This design comes from an exercise in tuning for small area, a short achievable clock period and few clock cycles per item on the open sky130 flow, not from production work.
RTL that was checked went through simulation tests only; none was proved equivalent to the original.

==> v2 <==
## fc_top
module fc_top (
  input  logic        clk,
  input  logic        rst_n,
  input  logic        act_valid,
  input  logic [15:0] act_data,
  output logic        act_ready,
  input  logic        weight_valid,
  input  logic [23:0] weight_data,
  output logic        weight_ready,
  output logic        result_valid,
  output logic [48:0] result,
  input  logic        result_ready
);
clock: 6.0 ns
lec_check: 0
abc_clock_period_in_ps: 2600
cap_margin: 20
core_margin: 2
core_utilization: 40
cts_buf_list: sky130_fd_sc_hd__clkbuf_4 sky130_fd_sc_hd__clkbuf_8
cts_cluster_size: 25
place_density: 0.6
setup_slack_margin: 3.4
slew_margin: 20
run.sh (not shown) runs the stock make flow with config.mk's settings and CLKGATE_MAP_FILE= SYNTH_SCRIPT=/design/flow/synth_recipe.tcl, a recipe that flattens the netlist after the stock synthesis.
==> v15 (differences from v2) <==
--- a/flow/design.v
+++ b/flow/design.v
@@ -178,16 +178,18 @@
   wire s35, s36;
   assign {s36, s35} = acc[17] + 1'b1;
   wire s37, s38;
   assign {s38, s37} = acc[18] + 1'b1;
   wire [18:0] sa = {s36, s34, s32, s30, s28, s26, s24, s22, s20, s18, s16, s14, s12, s10, s8, s6, s4, s2, s1};
   wire [18:0] sb = {s37, s35, s33, s31, s29, s27, s25, s23, s21, s19, s17, s15, s13, s11, s9, s7, s5, s3, row_b[0]};
   assign {cout[0], sum[6:0]} = 8'(sa[6:0]) + 8'(sb[6:0]);
-  assign {cout[1], sum[12:7]} = 7'(sa[12:7]) + 7'(sb[12:7]) + 7'(cin[0]);
-  assign sum[18:13] = sa[18:13] + sb[18:13] + 6'(cin[1]);
+  wire [7:0] g1 = {1'b0, sa[12:7], cin[0]} + {1'b0, sb[12:7], cin[0]};
+  assign {cout[1], sum[12:7]} = g1[7:1];
+  wire [7:0] g2 = {1'b0, sa[18:13], cin[1]} + {1'b0, sb[18:13], cin[1]};
+  assign sum[18:13] = g2[6:1];
 endmodule
 module fc_acc_value (
   input  logic [18:0] acc,
   input  logic [1:0]  cq,
   output logic [18:0] v
 );
   assign v = acc + ((19'(cq[0]) << 7) | (19'(cq[1]) << 13));
@@ -216,77 +218,105 @@
   logic        idle;
   logic [2:0]  m_idx;           
   logic        m_ph;            
   logic        wx;              
   logic        w_last;
   logic [23:0] w_r;
   logic        s1_first, s1_last, s1_ph;
+  logic        s1_first_n;      
+  logic        s1_v, s1_z;      
   logic        s2_last, s2_ph;
   logic        pend;            
   logic        pend_g;
   logic        res_load;
   assign idle = !a_ahead && (a_idx == 3'd0) && !m_ph && (m_idx == 3'd0);
-  assign wr = act_valid && act_ready;
-  assign wx     = weight_valid && weight_ready;
+  assign wr = act_valid && a_rdy;
+  assign wx     = weight_valid && !w_rdy_n;
   assign w_last = (m_idx == 3'd7);
   assign res_load = pend && (!result_valid || result_ready);
   always_ff @(posedge clk)
   begin
     ring[0] <= wr ? act_data : ring[7];
     for (int k = 1; k < 8; k++)
       ring[k] <= ring[k-1];
     w_r <= wx ? weight_data : 24'd0;
   end
   logic [2:0] tk_n, a_idx_n, m_idx_n;
   logic       a_ahead_n, m_ph_n, pend_n, rv_n;
   always_comb
   begin
-    tk_n      = (idle && !wr) ? 3'd0 : tk + 1'b1;
-    a_idx_n   = a_idx + wr;
+    tk_n      = (idle && !wr) ? 3'd0 : tk1;
+    a_idx_n   = wr ? a1 : a_idx;
     a_ahead_n = a_ahead ^ ((wr && (a_idx == 3'd7)) != (wx && m_ph && w_last));
-    m_idx_n   = m_idx + wx;
+    m_idx_n   = wx ? m1 : m_idx;
     m_ph_n    = m_ph ^ (wx && w_last);
     pend_n    = s2_last || (pend && !res_load);
     rv_n      = res_load || (result_valid && !result_ready);
   end
   logic [3:0] act_rdy_c, w_rdy_c;
+  logic [2:0] tk1, a1, m1;
+  always_ff @(posedge clk or negedge rst_n)
+  begin
+    if (!rst_n)
+    begin
+      tk1 <= 3'd1;
+      a1  <= 3'd1;
+      m1  <= 3'd1;
+    end
+    else
+    begin
+      tk1 <= (idle && !wr) ? 3'd1 : tk1 + 1'b1;
+      if (wr)
+        a1 <= a1 + 1'b1;
+      if (wx)
+        m1 <= m1 + 1'b1;
+    end
+  end
   for (genvar c = 0; c < 4; c++)
   begin : g_rdy
     localparam bit WR = c[1];
     localparam bit WX = c[0];
     logic [2:0] tk_x, a_idx_x, m_idx_x;
     logic       a_ahead_x, m_ph_x;
+    logic [2:0] tkm1_x;    
     always_comb
     begin
-      tk_x      = (idle && !WR) ? 3'd0 : tk + 1'b1;
-      a_idx_x   = a_idx + WR;
+      tk_x      = (idle && !WR) ? 3'd0 : tk1;
+      tkm1_x    = (idle && !WR) ? 3'd7 : tk;
+      a_idx_x   = WR ? a1 : a_idx;
       a_ahead_x = a_ahead ^ ((WR && (a_idx == 3'd7)) != (WX && m_ph && w_last));
-      m_idx_x   = m_idx + WX;
+      m_idx_x   = WX ? m1 : m_idx;
       m_ph_x    = m_ph ^ (WX && w_last);
     end
     assign act_rdy_c[c] = (tk_x == a_idx_x)
                           && (!a_ahead_x || (m_ph_x && (m_idx_x > a_idx_x)));
-    assign w_rdy_c[c]   = (tk_x - 3'd1 == m_idx_x)
+    assign w_rdy_c[c]   = (tkm1_x == m_idx_x)
                           && (m_ph_x || a_ahead_x || (a_idx_x > m_idx_x));
   end
   logic act_ready_n;    
+  logic a_rdy;          
+  logic w_rdy_n;        
   logic w_blk;
   assign w_blk = (wx ? w_last : (m_idx == 3'd0))
                  && (s2_last || pend || (result_valid && !result_ready));
   always_ff @(posedge clk or negedge rst_n)
   begin
     if (!rst_n)
     begin
       act_ready_n  <= 1'b0;
       weight_ready <= 1'b0;
+      a_rdy        <= 1'b1;
+      w_rdy_n      <= 1'b1;
     end
     else
     begin
       act_ready_n  <= !act_rdy_c[{wr, wx}];
       weight_ready <= w_rdy_c[{wr, wx}] && !w_blk;
+      a_rdy        <= act_rdy_c[{wr, wx}];
+      w_rdy_n      <= !(w_rdy_c[{wr, wx}] && !w_blk);
     end
   end
   assign act_ready = !act_ready_n;
   always_ff @(posedge clk or negedge rst_n)
   begin
     if (!rst_n)
     begin
@@ -313,15 +343,18 @@
       s2_last      <= s1_last;
       pend         <= pend_n;
       result_valid <= rv_n;
     end
   end
   always_ff @(posedge clk)
   begin
-    s1_ph <= m_ph;
+    s1_ph      <= m_ph;
+    s1_first_n <= !(wx && (m_idx == 3'd0));
+    s1_v       <= wx;
+    s1_z       <= (m_idx == 3'd0);
     s2_ph <= s1_ph;
     if (s2_last)
       pend_g <= s2_ph;
   end
   localparam int NCUT = 2;    
   logic [41:0] res_q;
   logic        res_g;
@@ -349,49 +382,45 @@
         .a     (ring[1][8*b +: 8]),
         .one   (one_r),
         .two   (two_r),
         .w     (w_r[8*j +: 8]),
         .row_a (row_a),
         .row_b (row_b)
       );
-      localparam int L = (3 * b + j) % 4;
+      localparam int L = 3 * b + j;
       logic clr_q;
-      if (L < 2)
-      begin : g_pos
+      if (L == 0)
+      begin : g_c0
+        always_ff @(posedge clk) clr_q <= s1_first;
+        assign clr_l = clr_q;
+      end
+      else if (L == 1)
+      begin : g_c1
+        always_ff @(posedge clk) clr_q <= !s1_first;
+        assign clr_l = !clr_q;
+      end
+      else if (L == 2)
+      begin : g_c2
+        always_ff @(posedge clk) clr_q <= s1_first_n;
+        assign clr_l = !clr_q;
+      end
+      else if (L == 3)
+      begin : g_c3
+        always_ff @(posedge clk) clr_q <= !s1_first_n;
+        assign clr_l = clr_q;
+      end
+      else if (L == 4)
+      begin : g_c4
+        always_ff @(posedge clk) clr_q <= s1_v && s1_z;
         assign clr_l = clr_q;
-        if (L == 0)
-        begin : g_nr
-          always_ff @(posedge clk)
-            clr_q <= s1_first;
-        end
-        else
-        begin : g_r
-          always_ff @(posedge clk or negedge rst_n)
-            if (!rst_n)
-              clr_q <= 1'b0;
-            else
-              clr_q <= s1_first;
-        end
       end
       else
-      begin : g_neg
+      begin : g_c5
+        always_ff @(posedge clk) clr_q <= !(s1_v && s1_z);
         assign clr_l = !clr_q;
-        if (L == 2)
-        begin : g_nr
-          always_ff @(posedge clk)
-            clr_q <= !s1_first;
-        end
-        else
-        begin : g_r
-          always_ff @(posedge clk or negedge rst_n)
-            if (!rst_n)
-              clr_q <= 1'b0;
-            else
-              clr_q <= !s1_first;
-        end
       end
       logic [NCUT-1:0] cq, cout;
       logic [18:0]     accv;
       fc_acc_add u_add (
         .acc   (clr_l ? 19'd0 : acc),
         .cin   (clr_l ? NCUT'(0) : cq),
         .row_a (p_a),
==> flow/flow/run.sh (new file) <==
#!/bin/bash
# The standard layout (the standard.sh, unchanged synthesis and steps), with
# one change: the port buffers that placement inserts are plain buf_2 cells
# rather than the delay-cell buffers the resizer picks by default, which later
# repair (restricted to the same cell footprint) cannot resize.
set -euo pipefail
bash standard.sh "BUFFER_PORTS_ARGS=-buffer_cell sky130_fd_sc_hd__buf_2" finish > standard.log 2>&1
==> flow/standard.sh (new file) <==
#!/bin/bash
# synth_recipe.tcl (not shown) runs the flow's synth.tcl, then flattens the netlist and writes it again
# the make line also repeats each setting of config.mk as NAME=value (left out here)
make -C /OpenROAD-flow-scripts/flow DESIGN_CONFIG=/design/flow/config.mk WORK_HOME=/design/flow/orfs CLKGATE_MAP_FILE= SYNTH_SCRIPT=/design/flow/synth_recipe.tcl "${@:-finish}"
Settings changed: CTS_BUF_LIST sky130_fd_sc_hd__clkbuf_4 sky130_fd_sc_hd__clkbuf_8 to default, CTS_CLUSTER_SIZE 25 to default, SETUP_SLACK_MARGIN 3.4 to 3.55.
removed: flow/run.sh
==> run notes <==
Outcome: v2 finished clean; v15 finished clean
Last element of the critical path: v2 g_img[1].g_lane[0].cq[1]$_DFF_P_; v15 g_img[0].g_lane[0].acc[12]$_DFF_P_
Post-route core utilization: v2 47.0%; v15 46.1%
Count of clock-net buffers in the final layout: v2 135; v15 83
Starting Density: v2 40.2%; v15 40.4%
Sink of the worst hold path: v2 ring[7][13]$_DFF_P_; v15 ring[5][1]$_DFF_P_
Setup skew after layout: v2 33.0 ps; v15 15.8 ps
Grt met3 use: v2 3.14%; v15 3.03%
Total stage count of the critical path: v2 10; v15 9
Worst setup slack before clock tree synthesis: v2 2450 ps; v15 2900 ps
Minimum setup slack in the final design: v2 3410 ps; v15 3590 ps
Initial antenna violation count: v2 2; v15 9
Non-clock inverters: v2 231; v15 294
Area growth from synthesis to layout: v2 16.7%; v15 14.2%
Arrival time of data at the critical path endpoint: v2 3160 ps; v15 2960 ps
Routed wire length on met3: v2 2730 microns; v15 3120 microns
Area inside the core boundary: v2 66,900 sq um; v15 68,600 sq um
Testbench counts of v2, summed over its fixed seeds: cycles 5,160, vectors 320.
Testbench counts of v15, summed over its fixed seeds: cycles 5,160, vectors 320.

* * *

==> 07-07 <==
fc_top, a different RTL version from the one above (not shown whole).
make LEC_CHECK=0 ABC_CLOCK_PERIOD_IN_PS=2600 CAP_MARGIN=20 CORE_MARGIN=2 CORE_UTILIZATION=40 PLACE_DENSITY=0.6 SETUP_SLACK_MARGIN=3.4 SLEW_MARGIN=20 finish   # period 6.0 ns
Stock flow here: none of the scripts above is used.
==> 06-14: changes against 07-07 <==
--- a/flow/design.v
+++ b/flow/design.v
@@ -131,15 +131,15 @@
     assign two[k] = (a[2*k+1] & ~a[2*k] & ~lo) | (~a[2*k+1] & a[2*k] & lo);
   end
 endmodule
 module fc_acc_add (
   input  logic [18:0] acc,
-  input  logic [0:0]  cin,
+  input  logic [1:0]  cin,
   input  logic [15:0] row_a,
   input  logic [15:0] row_b,
   output logic [18:0] sum,
-  output logic [0:0]  cout
+  output logic [1:0]  cout
 );
   wire s1, s2;
   assign {s2, s1} = acc[0] + row_a[0];
   wire s3, s4;
   assign {s4, s3} = acc[1] + row_a[1];
@@ -177,19 +177,20 @@
   assign {s36, s35} = acc[17] + 1'b1;
   wire s37, s38;
   assign {s38, s37} = acc[18] + 1'b1;
   wire [18:0] sa = {s36, s34, s32, s30, s28, s26, s24, s22, s20, s18, s16, s14, s12, s10, s8, s6, s4, s2, s1};
   wire [18:0] sb = {s37, s35, s33, s31, s29, s27, s25, s23, s21, s19, s17, s15, s13, s11, s9, s7, s5, s3, row_b[0]};
-  assign {cout[0], sum[9:0]} = 11'(sa[9:0]) + 11'(sb[9:0]);
-  assign sum[18:10] = sa[18:10] + sb[18:10] + 9'(cin[0]);
+  assign {cout[0], sum[6:0]} = 8'(sa[6:0]) + 8'(sb[6:0]);
+  assign {cout[1], sum[12:7]} = 7'(sa[12:7]) + 7'(sb[12:7]) + 7'(cin[0]);
+  assign sum[18:13] = sa[18:13] + sb[18:13] + 6'(cin[1]);
 endmodule
 module fc_acc_value (
   input  logic [18:0] acc,
-  input  logic [0:0]  cq,
+  input  logic [1:0]  cq,
   output logic [18:0] v
 );
-  assign v = acc + ((19'(cq[0]) << 10));
+  assign v = acc + ((19'(cq[0]) << 7) | (19'(cq[1]) << 13));
 endmodule
 `default_nettype wire
 `timescale 1ns/1ps
 `default_nettype none
 module fc_top (
@@ -317,11 +318,11 @@
     s1_ph <= m_ph;
     s2_ph <= s1_ph;
     if (s2_last)
       pend_g <= s2_ph;
   end
-  localparam int NCUT = 1;    
+  localparam int NCUT = 2;    
   logic [41:0] res_q;
   logic        res_g;
   for (genvar b = 0; b < 2; b++)
   begin : g_img
     logic [3:0] one_n, two_n, one_r, two_r;
==> flow/config.mk (replaced) <==
export PLATFORM = sky130hd
export DESIGN_NAME = fc_top
export DESIGN_NICKNAME = fc_top
export VERILOG_FILES = /design/flow/design.v
export SDC_FILE = /design/flow/constraint.sdc
export NUM_CORES = 4
export LEC_CHECK = 0
export ABC_CLOCK_PERIOD_IN_PS = 2300
export CAP_MARGIN = 20
export CORE_MARGIN = 2
export CORE_UTILIZATION = 40
export PLACE_DENSITY = 0.6
export SETUP_SLACK_MARGIN = 3.7
export SLEW_MARGIN = 20
==> 05-15: changes against 07-07 <==
--- a/flow/design.v
+++ b/flow/design.v
@@ -70,55 +70,57 @@
   wire m1, m2;
   assign {m2, m1} = r0_6 + r1_4;
   wire m3, m4;
   assign {m4, m3} = r0_7 + r1_5;
   wire m5, m6;
-  assign {m6, m5} = rn0 + r1_6 + r2_4;
+  assign {m6, m5} = r0_8 + r1_6;
   wire m7, m8;
-  assign {m8, m7} = r1_7 + r2_5;
+  assign {m8, m7} = r0_8 + r1_7;
   wire m9, m10;
-  assign {m10, m9} = r0_4 + r1_2;
+  assign {m10, m9} = rn0 + rn1;
   wire m11, m12;
-  assign {m12, m11} = r0_5 + r1_3;
+  assign {m12, m11} = r0_4 + r1_2;
   wire m13, m14;
-  assign {m14, m13} = m1 + r2_2 + r3_0;
+  assign {m14, m13} = r0_5 + r1_3;
   wire m15, m16;
-  assign {m16, m15} = m2 + m3 + r2_3;
+  assign {m16, m15} = m1 + r2_2 + r3_0;
   wire m17, m18;
-  assign {m18, m17} = m4 + m5 + r3_2;
+  assign {m18, m17} = m2 + m3 + r2_3;
   wire m19, m20;
-  assign {m20, m19} = m6 + m7 + r3_3;
+  assign {m20, m19} = m4 + m5 + r2_4;
   wire m21, m22;
-  assign {m22, m21} = m8 + rn1 + r2_6;
+  assign {m22, m21} = m6 + m7 + r2_5;
   wire m23, m24;
-  assign {m24, m23} = r2_7 + r3_5;
+  assign {m24, m23} = m8 + m9 + r2_6;
   wire m25, m26;
-  assign {m26, m25} = r0_2 + r1_0;
+  assign {m26, m25} = m10 + r2_7 + r3_5;
   wire m27, m28;
-  assign {m28, m27} = r0_3 + r1_1;
+  assign {m28, m27} = r0_2 + r1_0;
   wire m29, m30;
-  assign {m30, m29} = m9 + r2_0 + a[5];
+  assign {m30, m29} = r0_3 + r1_1;
   wire m31, m32;
-  assign {m32, m31} = m10 + m11 + r2_1;
+  assign {m32, m31} = m11 + r2_0 + a[5];
   wire m33, m34;
-  assign {m34, m33} = m12 + m13 + a[7];
+  assign {m34, m33} = m12 + m13 + r2_1;
   wire m35, m36;
-  assign {m36, m35} = m14 + m15 + r3_1;
+  assign {m36, m35} = m14 + m15 + a[7];
   wire m37, m38;
-  assign {m38, m37} = m16 + m17 + 1'b1;
+  assign {m38, m37} = m16 + m17 + r3_1;
   wire m39, m40;
-  assign {m40, m39} = m18 + m19 + 1'b1;
+  assign {m40, m39} = m18 + m19 + r3_2;
   wire m41, m42;
-  assign {m42, m41} = m20 + m21 + r3_4;
+  assign {m42, m41} = m20 + m21 + r3_3;
   wire m43, m44;
-  assign {m44, m43} = m22 + m23 + 1'b1;
+  assign {m44, m43} = m22 + m23 + r3_4;
   wire m45, m46;
-  assign {m46, m45} = m24 + rn2 + r3_6;
+  assign {m46, m45} = m24 + m25 + 1'b1;
   wire m47, m48;
-  assign {m48, m47} = r3_7 + 1'b1;
-  assign row_a = {1'b0, m48, m46, m44, m42, m40, m38, m36, m34, m32, m30, m28, m26, m25, r0_1, r0_0};
-  assign row_b = {1'b0, rn3, m47, m45, m43, m41, m39, m37, m35, m33, m31, m29, m27, a[3], 1'b0, a[1]};
+  assign {m48, m47} = m26 + rn2 + r3_6;
+  wire m49, m50;
+  assign {m50, m49} = r3_7 + 1'b1;
+  assign row_a = {1'b0, m50, m48, m46, m44, m42, m40, m38, m36, m34, m32, m30, m28, m27, r0_1, r0_0};
+  assign row_b = {1'b0, rn3, m49, m47, m45, m43, m41, m39, m37, m35, m33, m31, m29, a[3], 1'b0, a[1]};
 endmodule
 module fc_booth_enc (
   input  logic [7:0] a,
   output logic [3:0] one,
   output logic [3:0] two
@@ -131,15 +133,15 @@
     assign two[k] = (a[2*k+1] & ~a[2*k] & ~lo) | (~a[2*k+1] & a[2*k] & lo);
   end
 endmodule
 module fc_acc_add (
   input  logic [18:0] acc,
-  input  logic [0:0]  cin,
+  input  logic [1:0]  cin,
   input  logic [15:0] row_a,
   input  logic [15:0] row_b,
   output logic [18:0] sum,
-  output logic [0:0]  cout
+  output logic [1:0]  cout
 );
   wire s1, s2;
   assign {s2, s1} = acc[0] + row_a[0];
   wire s3, s4;
   assign {s4, s3} = acc[1] + row_a[1];
@@ -177,19 +179,20 @@
   assign {s36, s35} = acc[17] + 1'b1;
   wire s37, s38;
   assign {s38, s37} = acc[18] + 1'b1;
   wire [18:0] sa = {s36, s34, s32, s30, s28, s26, s24, s22, s20, s18, s16, s14, s12, s10, s8, s6, s4, s2, s1};
   wire [18:0] sb = {s37, s35, s33, s31, s29, s27, s25, s23, s21, s19, s17, s15, s13, s11, s9, s7, s5, s3, row_b[0]};
-  assign {cout[0], sum[9:0]} = 11'(sa[9:0]) + 11'(sb[9:0]);
-  assign sum[18:10] = sa[18:10] + sb[18:10] + 9'(cin[0]);
+  assign {cout[0], sum[6:0]} = 8'(sa[6:0]) + 8'(sb[6:0]);
+  assign {cout[1], sum[12:7]} = 7'(sa[12:7]) + 7'(sb[12:7]) + 7'(cin[0]);
+  assign sum[18:13] = sa[18:13] + sb[18:13] + 6'(cin[1]);
 endmodule
 module fc_acc_value (
   input  logic [18:0] acc,
-  input  logic [0:0]  cq,
+  input  logic [1:0]  cq,
   output logic [18:0] v
 );
-  assign v = acc + ((19'(cq[0]) << 10));
+  assign v = acc + ((19'(cq[0]) << 7) | (19'(cq[1]) << 13));
 endmodule
 `default_nettype wire
 `timescale 1ns/1ps
 `default_nettype none
 module fc_top (
@@ -215,10 +218,12 @@
   logic        m_ph;            
   logic        wx;              
   logic        w_last;
   logic [23:0] w_r;
   logic        s1_first, s1_last, s1_ph;
+  logic        s1_first_n;      
+  logic        s1_v, s1_z;      
   logic        s2_last, s2_ph;
   logic        pend;            
   logic        pend_g;
   logic        res_load;
   assign idle = !a_ahead && (a_idx == 3'd0) && !m_ph && (m_idx == 3'd0);
@@ -235,36 +240,56 @@
   end
   logic [2:0] tk_n, a_idx_n, m_idx_n;
   logic       a_ahead_n, m_ph_n, pend_n, rv_n;
   always_comb
   begin
-    tk_n      = (idle && !wr) ? 3'd0 : tk + 1'b1;
-    a_idx_n   = a_idx + wr;
+    tk_n      = (idle && !wr) ? 3'd0 : tk1;
+    a_idx_n   = wr ? a1 : a_idx;
     a_ahead_n = a_ahead ^ ((wr && (a_idx == 3'd7)) != (wx && m_ph && w_last));
-    m_idx_n   = m_idx + wx;
+    m_idx_n   = wx ? m1 : m_idx;
     m_ph_n    = m_ph ^ (wx && w_last);
     pend_n    = s2_last || (pend && !res_load);
     rv_n      = res_load || (result_valid && !result_ready);
   end
   logic [3:0] act_rdy_c, w_rdy_c;
+  logic [2:0] tk1, a1, m1;
+  always_ff @(posedge clk or negedge rst_n)
+  begin
+    if (!rst_n)
+    begin
+      tk1 <= 3'd1;
+      a1  <= 3'd1;
+      m1  <= 3'd1;
+    end
+    else
+    begin
+      tk1 <= (idle && !wr) ? 3'd1 : tk1 + 1'b1;
+      if (wr)
+        a1 <= a1 + 1'b1;
+      if (wx)
+        m1 <= m1 + 1'b1;
+    end
+  end
   for (genvar c = 0; c < 4; c++)
   begin : g_rdy
     localparam bit WR = c[1];
     localparam bit WX = c[0];
     logic [2:0] tk_x, a_idx_x, m_idx_x;
     logic       a_ahead_x, m_ph_x;
+    logic [2:0] tkm1_x;    
     always_comb
     begin
-      tk_x      = (idle && !WR) ? 3'd0 : tk + 1'b1;
-      a_idx_x   = a_idx + WR;
+      tk_x      = (idle && !WR) ? 3'd0 : tk1;
+      tkm1_x    = (idle && !WR) ? 3'd7 : tk;
+      a_idx_x   = WR ? a1 : a_idx;
       a_ahead_x = a_ahead ^ ((WR && (a_idx == 3'd7)) != (WX && m_ph && w_last));
-      m_idx_x   = m_idx + WX;
+      m_idx_x   = WX ? m1 : m_idx;
       m_ph_x    = m_ph ^ (WX && w_last);
     end
     assign act_rdy_c[c] = (tk_x == a_idx_x)
                           && (!a_ahead_x || (m_ph_x && (m_idx_x > a_idx_x)));
-    assign w_rdy_c[c]   = (tk_x - 3'd1 == m_idx_x)
+    assign w_rdy_c[c]   = (tkm1_x == m_idx_x)
                           && (m_ph_x || a_ahead_x || (a_idx_x > m_idx_x));
   end
   logic act_ready_n;    
   logic w_blk;
   assign w_blk = (wx ? w_last : (m_idx == 3'd0))
@@ -312,16 +337,19 @@
       result_valid <= rv_n;
     end
   end
   always_ff @(posedge clk)
   begin
-    s1_ph <= m_ph;
+    s1_ph      <= m_ph;
+    s1_first_n <= !(wx && (m_idx == 3'd0));
+    s1_v       <= wx;
+    s1_z       <= (m_idx == 3'd0);
     s2_ph <= s1_ph;
     if (s2_last)
       pend_g <= s2_ph;
   end
-  localparam int NCUT = 1;    
+  localparam int NCUT = 2;    
   logic [41:0] res_q;
   logic        res_g;
   for (genvar b = 0; b < 2; b++)
   begin : g_img
     logic [3:0] one_n, two_n, one_r, two_r;
@@ -348,45 +376,41 @@
         .two   (two_r),
         .w     (w_r[8*j +: 8]),
         .row_a (row_a),
         .row_b (row_b)
       );
-      localparam int L = (3 * b + j) % 4;
+      localparam int L = 3 * b + j;
       logic clr_q;
-      if (L < 2)
-      begin : g_pos
+      if (L == 0)
+      begin : g_c0
+        always_ff @(posedge clk) clr_q <= s1_first;
+        assign clr_l = clr_q;
+      end
+      else if (L == 1)
+      begin : g_c1
+        always_ff @(posedge clk) clr_q <= !s1_first;
+        assign clr_l = !clr_q;
+      end
+      else if (L == 2)
+      begin : g_c2
+        always_ff @(posedge clk) clr_q <= s1_first_n;
+        assign clr_l = !clr_q;
+      end
+      else if (L == 3)
+      begin : g_c3
+        always_ff @(posedge clk) clr_q <= !s1_first_n;
+        assign clr_l = clr_q;
+      end
+      else if (L == 4)
+      begin : g_c4
+        always_ff @(posedge clk) clr_q <= s1_v && s1_z;
         assign clr_l = clr_q;
-        if (L == 0)
-        begin : g_nr
-          always_ff @(posedge clk)
-            clr_q <= s1_first;
-        end
-        else
-        begin : g_r
-          always_ff @(posedge clk or negedge rst_n)
-            if (!rst_n)
-              clr_q <= 1'b0;
-            else
-              clr_q <= s1_first;
-        end
       end
       else
-      begin : g_neg
+      begin : g_c5
+        always_ff @(posedge clk) clr_q <= !(s1_v && s1_z);
         assign clr_l = !clr_q;
-        if (L == 2)
-        begin : g_nr
-          always_ff @(posedge clk)
-            clr_q <= !s1_first;
-        end
-        else
-        begin : g_r
-          always_ff @(posedge clk or negedge rst_n)
-            if (!rst_n)
-              clr_q <= 1'b0;
-            else
-              clr_q <= !s1_first;
-        end
       end
       logic [NCUT-1:0] cq, cout;
       logic [18:0]     accv;
       fc_acc_add u_add (
         .acc   (clr_l ? 19'd0 : acc),
==> flow/flow/run.sh (new file) <==
#!/bin/bash
# The standard layout (the standard.sh, unchanged synthesis and steps), with
# one change: the port buffers that placement inserts are plain buf_2 cells
# rather than the delay-cell buffers the resizer picks by default, which later
# repair (restricted to the same cell footprint) cannot resize.
set -euo pipefail
bash standard.sh "BUFFER_PORTS_ARGS=-buffer_cell sky130_fd_sc_hd__buf_2" finish > standard.log 2>&1
==> flow/standard.sh (new file) <==
#!/bin/bash
# synth_recipe.tcl (not shown) runs the flow's synth.tcl, then flattens the netlist and writes it again
# the make line also repeats each setting of config.mk as NAME=value (left out here)
make -C /OpenROAD-flow-scripts/flow DESIGN_CONFIG=/design/flow/config.mk WORK_HOME=/design/flow/orfs CLKGATE_MAP_FILE= SYNTH_SCRIPT=/design/flow/synth_recipe.tcl "${@:-finish}"
--- a/flow/config.mk
+++ b/flow/config.mk
@@ -7,8 +7,10 @@
 export LEC_CHECK = 0
 export ABC_CLOCK_PERIOD_IN_PS = 2600
 export CAP_MARGIN = 20
 export CORE_MARGIN = 2
 export CORE_UTILIZATION = 40
+export CTS_BUF_LIST = sky130_fd_sc_hd__clkbuf_4 sky130_fd_sc_hd__clkbuf_8
+export CTS_CLUSTER_SIZE = 25
 export PLACE_DENSITY = 0.6
 export SETUP_SLACK_MARGIN = 3.4
 export SLEW_MARGIN = 20
removed: flow/run.sh
==> summary of the runs <==
06-14 passed the timing, design-rule and antenna checks. 05-15 passed the timing, design-rule and antenna checks. 07-07 completed without violations.
Worst hold slack: 07-07 > 06-14 > 05-15.
First-iteration DRC count: 05-15 > 07-07 > 06-14.
Wire length: 06-14 > 07-07 > 05-15.
Of 05-15 and 06-14, 06-14 has the higher design area (gap 7.5%, measured against 06-14).
Against 06-14, the cell count of 07-07 is smaller by 2.7%.
The highest count of clock-buffer cells in the layout belongs to 05-15, the lowest to 07-07.
The lowest sequential cell count belongs to 07-07, the highest to 05-15.
Against 07-07, the die area of 06-14 is higher by about 0.9%.
Testbench counts of 06-14, summed over its fixed seeds: cycles 5,160, vectors 320.
Testbench counts of 05-15, summed over its fixed seeds: cycles 5,160, vectors 320.
The RTL of 07-07 was laid out without a check of its function.

==> static timing again, ports no longer ideal <==
How much do the figures lean on ideal ports? The routed layouts below were timed once more, with nothing changed but the port constraints. Step 1 assumes that a clkbuf_16 drives the clock port and a buf_2 every other input. Step 2 adds t to the input delays and takes it off the output delays; t is the mean of the earliest and latest rising clock arrival at the registers after step 1. Input paths then give back, and output paths get back, about the clock's delay inside the block. Slacks: no drivers / after step 1 / after step 2; pairs: no drivers / after step 1.
run	shift t [ns]	setup WS [ns]	hold WS [ns]	worst setup path after step 2	worst slew at a driven data input, ns
v2	0.736	3.411 / 3.408 / 2.806	0.317 / 0.317 / 0.317	input to register	0.11
v15	0.687	3.590 / 3.539 / 3.033	0.314 / 0.314 / 0.314	input to register	0.13
07-07	0.651	3.062 / 3.062 / 3.062	0.324 / 0.324 / 0.324	register to register	0.08
06-14	0.674	3.420 / 3.420 / 3.208	0.321 / 0.321 / 0.321	input to register	0.04
05-15	0.733	3.398 / 3.339 / 3.161	0.314 / 0.314 / 0.314	input to register	0.05
After both steps setup and hold are still met in every run listed. The setup slack of v2, which loses most, moves by -0.003 ns with the drivers and by -0.605 ns with both steps.
